This design comes from an exercise in tuning for small area and a short achievable clock period on the open sky130 flow, not from production work. Only simulation tests tie the RTL to the original design; equivalence was not proved. Power and IR drop assume default switching activity.

Design y86_decode, start of the top module:
module y86_decode (
    input  logic          clk_i,
    input  logic          rst_n_i,
    input  logic          stall_i,
    input  logic          bubble_i,
    input  logic [3:0]    f_icode_i,
    input  logic [3:0]    f_ra_i,
    input  logic [3:0]    f_rb_i,
    input  logic [63:0]   f_valp_i,
    input  logic [2:0]    f_stat_i,
    input  logic [3:0]    e_dste_i,
    input  logic [63:0]   e_vale_i,
    input  logic [3:0]    m_dstm_i,
    input  logic [63:0]   m_valm_i,
    input  logic [3:0]    m_dste_i,
    input  logic [63:0]   m_vale_i,
    input  logic [3:0]    w_dstm_i,
    input  logic [63:0]   w_valm_i,
    input  logic [3:0]    w_dste_i,
    input  logic [63:0]   w_vale_i,
    output logic [63:0]   d_vala_o,
    output logic [63:0]   d_valb_o,
    output logic [3:0]    d_dste_o,
    output logic [3:0]    d_dstm_o,
    output logic [3:0]    d_srca_o,
    output logic [3:0]    d_srcb_o,
    output logic [2:0]    d_stat_o
);
For scale: ~4,800 cells after synthesis, roughly 1,000 flip-flops, ~570 I/O pins, about 51,000 µm² of cells after synthesis.
export LEC_CHECK = 0
export CAP_MARGIN = 20
export CELL_PAD_IN_SITES_DETAIL_PLACEMENT = 2
export CELL_PAD_IN_SITES_GLOBAL_PLACEMENT = 3
export CORE_MARGIN = 2
export CORE_UTILIZATION = 30
export CTS_CLUSTER_DIAMETER = 100
export CTS_CLUSTER_SIZE = 25
export PLACE_DENSITY = 0.45
export SETUP_SLACK_MARGIN = 1.8
export SLEW_MARGIN = 20
export SYNTH_HIERARCHICAL = 1
export SYNTH_MINIMUM_KEEP_SIZE = 0
create_clock -name core_clock -period 6.5 [get_ports {clk_i}]
standard.sh (not shown) runs the stock make flow with config.mk's settings and CLKGATE_MAP_FILE= SYNTH_SCRIPT=/design/flow/synth_recipe.tcl, a recipe that flattens the netlist after the stock synthesis.
==> flow/flow/run.sh <==
#!/bin/bash
# Standard layout (standard.sh, unchanged synthesis) with smaller port
# buffers, a fanout limit for repair_design, and a clock tree with larger
# sink clusters and no dummy loads.
set -euo pipefail
export BUFFER_PORTS_ARGS="-buffer_cell sky130_fd_sc_hd__buf_2"
export PRE_RESIZE_TCL="$PWD/flow/fanout.tcl"
export PRE_GLOBAL_PLACE_TCL="$PWD/flow/fanout.tcl"
export CTS_ARGS="-sink_clustering_enable -repair_clock_nets -dont_use_dummy_load -sink_clustering_size 25 -sink_clustering_max_diameter 100 -buf_list {sky130_fd_sc_hd__clkbuf_16}"
bash standard.sh finish > standard.log 2>&1
==> flow/flow/fanout.tcl <==
# Limit fanout so that repair_design builds buffer trees for the wide
# select nets (register-file read/write selects, forwarding selects).
set_max_fanout 20 [current_design]
Change:
==> flow/flow/run.sh (replaced) <==
#!/bin/bash
# Standard layout (standard.sh, unchanged synthesis) with smaller port
# buffers, a fanout limit for repair_design.
set -euo pipefail
export BUFFER_PORTS_ARGS="-buffer_cell sky130_fd_sc_hd__buf_2"
export PRE_RESIZE_TCL="$PWD/flow/fanout.tcl"
export PRE_GLOBAL_PLACE_TCL="$PWD/flow/fanout.tcl"
bash standard.sh finish > standard.log 2>&1
CTS_CLUSTER_DIAMETER = 60   (was 100)
CTS_CLUSTER_SIZE = 20   (was 25)
Result: The new run completed without violations; synthesized area does not change; utilization increases by 2.4 points; maximum frequency is lower by 0.49%; sequential share of layout area went down by 2.1 points; routed wire length climbs by 1.5%; cell area came out higher by about 6.4%; clock power increases by 110%; worst setup slack degrades by 0.023 ns.
Change:
--- a/flow/flow/run.sh
+++ b/flow/flow/run.sh
@@ -3 +3,2 @@
-# buffers, a fanout limit for repair_design.
+# buffers, a fanout limit for repair_design, and a clock tree with larger
+# sink clusters and no dummy loads.
@@ -7,0 +9 @@
+export CTS_ARGS="-sink_clustering_enable -repair_clock_nets -dont_use_dummy_load -sink_clustering_size 25 -sink_clustering_max_diameter 100 -buf_list {sky130_fd_sc_hd__clkbuf_16}"
--- a/flow/flow/fanout.tcl
+++ b/flow/flow/fanout.tcl
@@ -3 +3 @@
-set_max_fanout 20 [current_design]
+set_max_fanout 32 [current_design]
CTS_CLUSTER_DIAMETER = 100   (was 60)
CTS_CLUSTER_SIZE = 25   (was 20)
Result: Die area does not change. Cell count went down by 3.3%. Flip-flop and latch count stays the same. Core utilization falls by 2.3 points. First-iteration DRC count came out higher by 4.7%. Cell area drops by 5.8%. Setup slack is worse by 0.0030 ns. Count of clock-buffer cells in the layout falls by 116. Power went down by 25%. Wire length is higher by 1.4%.
Change:
--- a/flow/flow/run.sh
+++ b/flow/flow/run.sh
@@ -9 +9 @@
-export CTS_ARGS="-sink_clustering_enable -repair_clock_nets -dont_use_dummy_load -sink_clustering_size 25 -sink_clustering_max_diameter 100 -buf_list {sky130_fd_sc_hd__clkbuf_16}"
+export CTS_ARGS="-sink_clustering_enable -repair_clock_nets -dont_use_dummy_load -sink_clustering_size 20 -sink_clustering_max_diameter 100 -buf_list {sky130_fd_sc_hd__clkbuf_16}"
--- a/flow/flow/fanout.tcl
+++ b/flow/flow/fanout.tcl
@@ -3 +3 @@
-set_max_fanout 32 [current_design]
+set_max_fanout 20 [current_design]
CTS_CLUSTER_SIZE = 20   (was 25)
What happened:
- power went up by 1.2%
- setup slack improves by 0.053 ns
- core utilization hardly moves
- hold slack gains 0.0033 ns
- count of clock-buffer cells in the layout rose by 5
- synthesized cell count does not change

* * *

Setup of run A:
Another version of the RTL of y86_decode (not shown whole).
For scale: roughly 4,900 cells after synthesis, roughly 570 I/O pins, ~0.052 mm² of cells after synthesis.
Design y86_decode, start of the top module:
module y86_decode (
    input  logic          clk_i,
    input  logic          rst_n_i,
    input  logic          stall_i,
    input  logic          bubble_i,
    input  logic [3:0]    f_icode_i,
    input  logic [3:0]    f_ra_i,
    input  logic [3:0]    f_rb_i,
    input  logic [63:0]   f_valp_i,
    input  logic [2:0]    f_stat_i,
    input  logic [3:0]    e_dste_i,
    input  logic [63:0]   e_vale_i,
    input  logic [3:0]    m_dstm_i,
    input  logic [63:0]   m_valm_i,
    input  logic [3:0]    m_dste_i,
    input  logic [63:0]   m_vale_i,
    input  logic [3:0]    w_dstm_i,
    input  logic [63:0]   w_valm_i,
    input  logic [3:0]    w_dste_i,
    input  logic [63:0]   w_vale_i,
    output logic [63:0]   d_vala_o,
    output logic [63:0]   d_valb_o,
    output logic [3:0]    d_dste_o,
    output logic [3:0]    d_dstm_o,
    output logic [3:0]    d_srca_o,
    output logic [3:0]    d_srcb_o,
    output logic [2:0]    d_stat_o
);
    y86_pkg::reg_id_t  f_srca, f_srcb, f_dste, f_dstm;
    logic              f_usep, d_usep;
    logic [14:0]       d_rda, d_rdb;
    logic              d_nonea, d_noneb;
    y86_pkg::word_t    d_valp;
    y86_pkg::word_t    rval_a;
    y86_pkg::word_t    rval_b;
    reg_select u_reg_select (
        .icode_i  (f_icode_i),
        .ra_i     (f_ra_i),
        .rb_i     (f_rb_i),
        .src_a_o  (f_srca),
        .src_b_o  (f_srcb),
        .dst_e_o  (f_dste),
        .dst_m_o  (f_dstm),
        .use_p_o  (f_usep)
    );
    decode_reg u_decode_reg (
        .clk_i    (clk_i),
        .rst_n_i  (rst_n_i),
        .stall_i  (stall_i),
        .bubble_i (bubble_i),
        .src_a_i  (f_srca),
        .src_b_i  (f_srcb),
        .dst_e_i  (f_dste),
        .dst_m_i  (f_dstm),
        .use_p_i  (f_usep),
        .valp_i   (f_valp_i),
        .stat_i   (f_stat_i),
        .src_a_o  (d_srca_o),
        .src_b_o  (d_srcb_o),
        .dst_e_o  (d_dste_o),
        .dst_m_o  (d_dstm_o),
  ...
==> flow/config.mk <==
export PLATFORM = sky130hd
export DESIGN_NAME = y86_decode
export DESIGN_NICKNAME = y86_decode
export VERILOG_FILES = /design/flow/design.v
export SDC_FILE = /design/flow/constraint.sdc
export NUM_CORES = 4
export LEC_CHECK = 0
export CAP_MARGIN = 20
export CELL_PAD_IN_SITES_DETAIL_PLACEMENT = 2
export CELL_PAD_IN_SITES_GLOBAL_PLACEMENT = 3
export CORE_MARGIN = 2
export CORE_UTILIZATION = 30
export PLACE_DENSITY = 0.45
export SETUP_SLACK_MARGIN = 1.8
export SLEW_MARGIN = 20
export SYNTH_HIERARCHICAL = 1
export SYNTH_MINIMUM_KEEP_SIZE = 0
==> flow/constraint.sdc <==
create_clock -name core_clock -period 6.5 [get_ports {clk_i}]
set_input_delay 1.3000 -clock core_clock [delete_from_list [all_inputs] [get_ports {clk_i}]]
set_output_delay 1.3000 -clock core_clock [all_outputs]
set_load 0.01 [all_outputs]
==> flow/flow/run.sh <==
#!/bin/bash
# Standard layout (standard.sh, unchanged synthesis) with smaller port buffers.
set -euo pipefail
export BUFFER_PORTS_ARGS="-buffer_cell sky130_fd_sc_hd__buf_2"
bash standard.sh finish > standard.log 2>&1
> inputs changed (run A -> run B)
==> flow/flow/run.sh <==
#!/bin/bash
# Standard layout (standard.sh, unchanged synthesis) with smaller port
# buffers, a fanout limit for repair_design, and gate downsizing off the
# critical paths after global routing.
set -euo pipefail
export BUFFER_PORTS_ARGS="-buffer_cell sky130_fd_sc_hd__buf_2"
export PRE_RESIZE_TCL="$PWD/flow/fanout.tcl"
export PRE_GLOBAL_PLACE_TCL="$PWD/flow/fanout.tcl"
export RECOVER_POWER=100
bash standard.sh finish > standard.log 2>&1
==> flow/flow/fanout.tcl (new file) <==
# Limit fanout so that repair_design builds buffer trees for the wide
# select nets (register-file read/write selects, forwarding selects).
set_max_fanout 20 [current_design]
Notes after the runs:
Run A ended up with fewer cell instances than run B did. Wire: run B routes less than run A. Run B ended with less via density per instance than run A. Any difference in share of flip-flops with an asynchronous set or reset between run A and run B is small enough to ignore. Count of max-cap constraint violations in run B vs run A: up 18. Post-synthesis to final-layout area growth (higher): run B. Although run B finished all stages, its layout failed final checks on capacitance limit, slew limit. Compared with run A, run B shows a layout buffering overhead excluding clock cells that is 1.5 points higher. Taking run A as the reference, in run B first-pass GRT wire length fell by 17,000 µm, part of the cycle the worst path needs now sits higher, number of non-clock buffers went up. rst_n_i as the worst setup path startpoint was reported by run B, and u_decode_reg.rd_a_o[7] by run A.
Changes in run C relative to run B:
diff --git a/flow/flow/run.sh b/flow/flow/run.sh
--- a/flow/flow/run.sh
+++ b/flow/flow/run.sh
@@ -3,2 +3,2 @@
-# buffers, a fanout limit for repair_design, and gate downsizing off the
-# critical paths after global routing.
+# buffers, a fanout limit for repair_design, and a clock tree of
+# clkbuf_8 without dummy loads.
@@ -9 +9 @@
-export RECOVER_POWER=100
+export CTS_ARGS="-sink_clustering_enable -repair_clock_nets -dont_use_dummy_load -buf_list {sky130_fd_sc_hd__clkbuf_8} -root_buf sky130_fd_sc_hd__clkbuf_16"
diff --git a/flow/config.mk b/flow/config.mk
--- a/flow/config.mk
+++ b/flow/config.mk
@@ -14 +14 @@
-export SETUP_SLACK_MARGIN = 1.8
+export SETUP_SLACK_MARGIN = 2.2
[summary]
Run C: done, clean on timing, DRC and antenna
Summary of run C over run B: instance count on the critical path went up, worst setup slack went up 870 ps.
Layout cell share with drive strength beyond 1: higher on run C
Run C vs run B: ratio of final minimum period to clock period down
Summary of the comparison: met3 routed wirelength is higher in run C, relative to run B.
Minimum clock period after layout for run C is lower than for run B.
For run D, these inputs were changed with respect to run C:
==> flow/flow/run.sh <==
#!/bin/bash
# Standard layout (standard.sh, unchanged synthesis) with smaller port buffers.
set -euo pipefail
export BUFFER_PORTS_ARGS="-buffer_cell sky130_fd_sc_hd__buf_2"
bash standard.sh finish > standard.log 2>&1
diff --git a/flow/config.mk b/flow/config.mk
--- a/flow/config.mk
+++ b/flow/config.mk
@@ -14 +14 @@
-export SETUP_SLACK_MARGIN = 2.2
+export SETUP_SLACK_MARGIN = 2.5
removed: flow/flow/fanout.tcl
[summary]
Taking run C as the reference point, the flip-flop and latch share of the layout cell area of run D falls by 0.41 points. Diff run C -> run D: cts-stage hold buffer count held steady; worst setup slack grew by 270 ps.

==> what the ideal ports hide <==
How much do the figures lean on ideal ports? The routed layouts below were timed once more, with nothing changed but the port constraints. Step 1: set_driving_cell puts a clkbuf_16 on clk_i and a buf_2 on each other input, an assumption about the parent block. Step 2, shift: input delay + t, output delay - t, t = (earliest + latest rising clock arrival at the registers) / 2. This alone moves slack from input paths to output paths. a / b / c = no drivers / after step 1 / after step 2; a / b = the first two.
run | t, ns | slack for setup (ns) | hold WS [ns] | latest minus earliest clock arrival (ns) | slew at the worst register clock pin (ns)
the first run of note 1 | 0.800 | 1.740 / 1.654 / 1.809 | 0.502 / 0.502 / 0.502 | 0.074 / 0.074 | 0.12 / 0.12
the second run of note 1 | 0.866 | 1.716 / 1.621 / 1.837 | 0.490 / 0.490 / 0.490 | 0.030 / 0.030 | 0.07 / 0.07
the third run of note 1 | 0.809 | 1.713 / 1.620 / 1.787 | 0.495 / 0.495 / 0.495 | 0.080 / 0.080 | 0.12 / 0.12
the fourth run of note 1 | 0.810 | 1.767 / 1.677 / 1.817 | 0.498 / 0.498 / 0.498 | 0.064 / 0.064 | 0.10 / 0.10
run A | 0.869 | 1.713 / 1.620 / 1.812 | 0.474 / 0.474 / 0.474 | 0.041 / 0.041 | 0.06 / 0.06
run B | 0.871 | 0.758 / 0.808 / -0.064 | 0.477 / 0.477 / 0.477 | 0.037 / 0.037 | 0.06 / 0.06
run C | 0.905 | 1.626 / 1.544 / 1.573 | 0.468 / 0.468 / 0.468 | 0.134 / 0.134 | 0.07 / 0.07
run D | 0.883 | 1.899 / 1.837 / 1.484 | 0.476 / 0.476 / 0.476 | 0.038 / 0.039 | 0.07 / 0.07
For run B, which loses most, drivers alone change the setup slack by +0.050 ns; drivers and shift together by -0.822 ns.
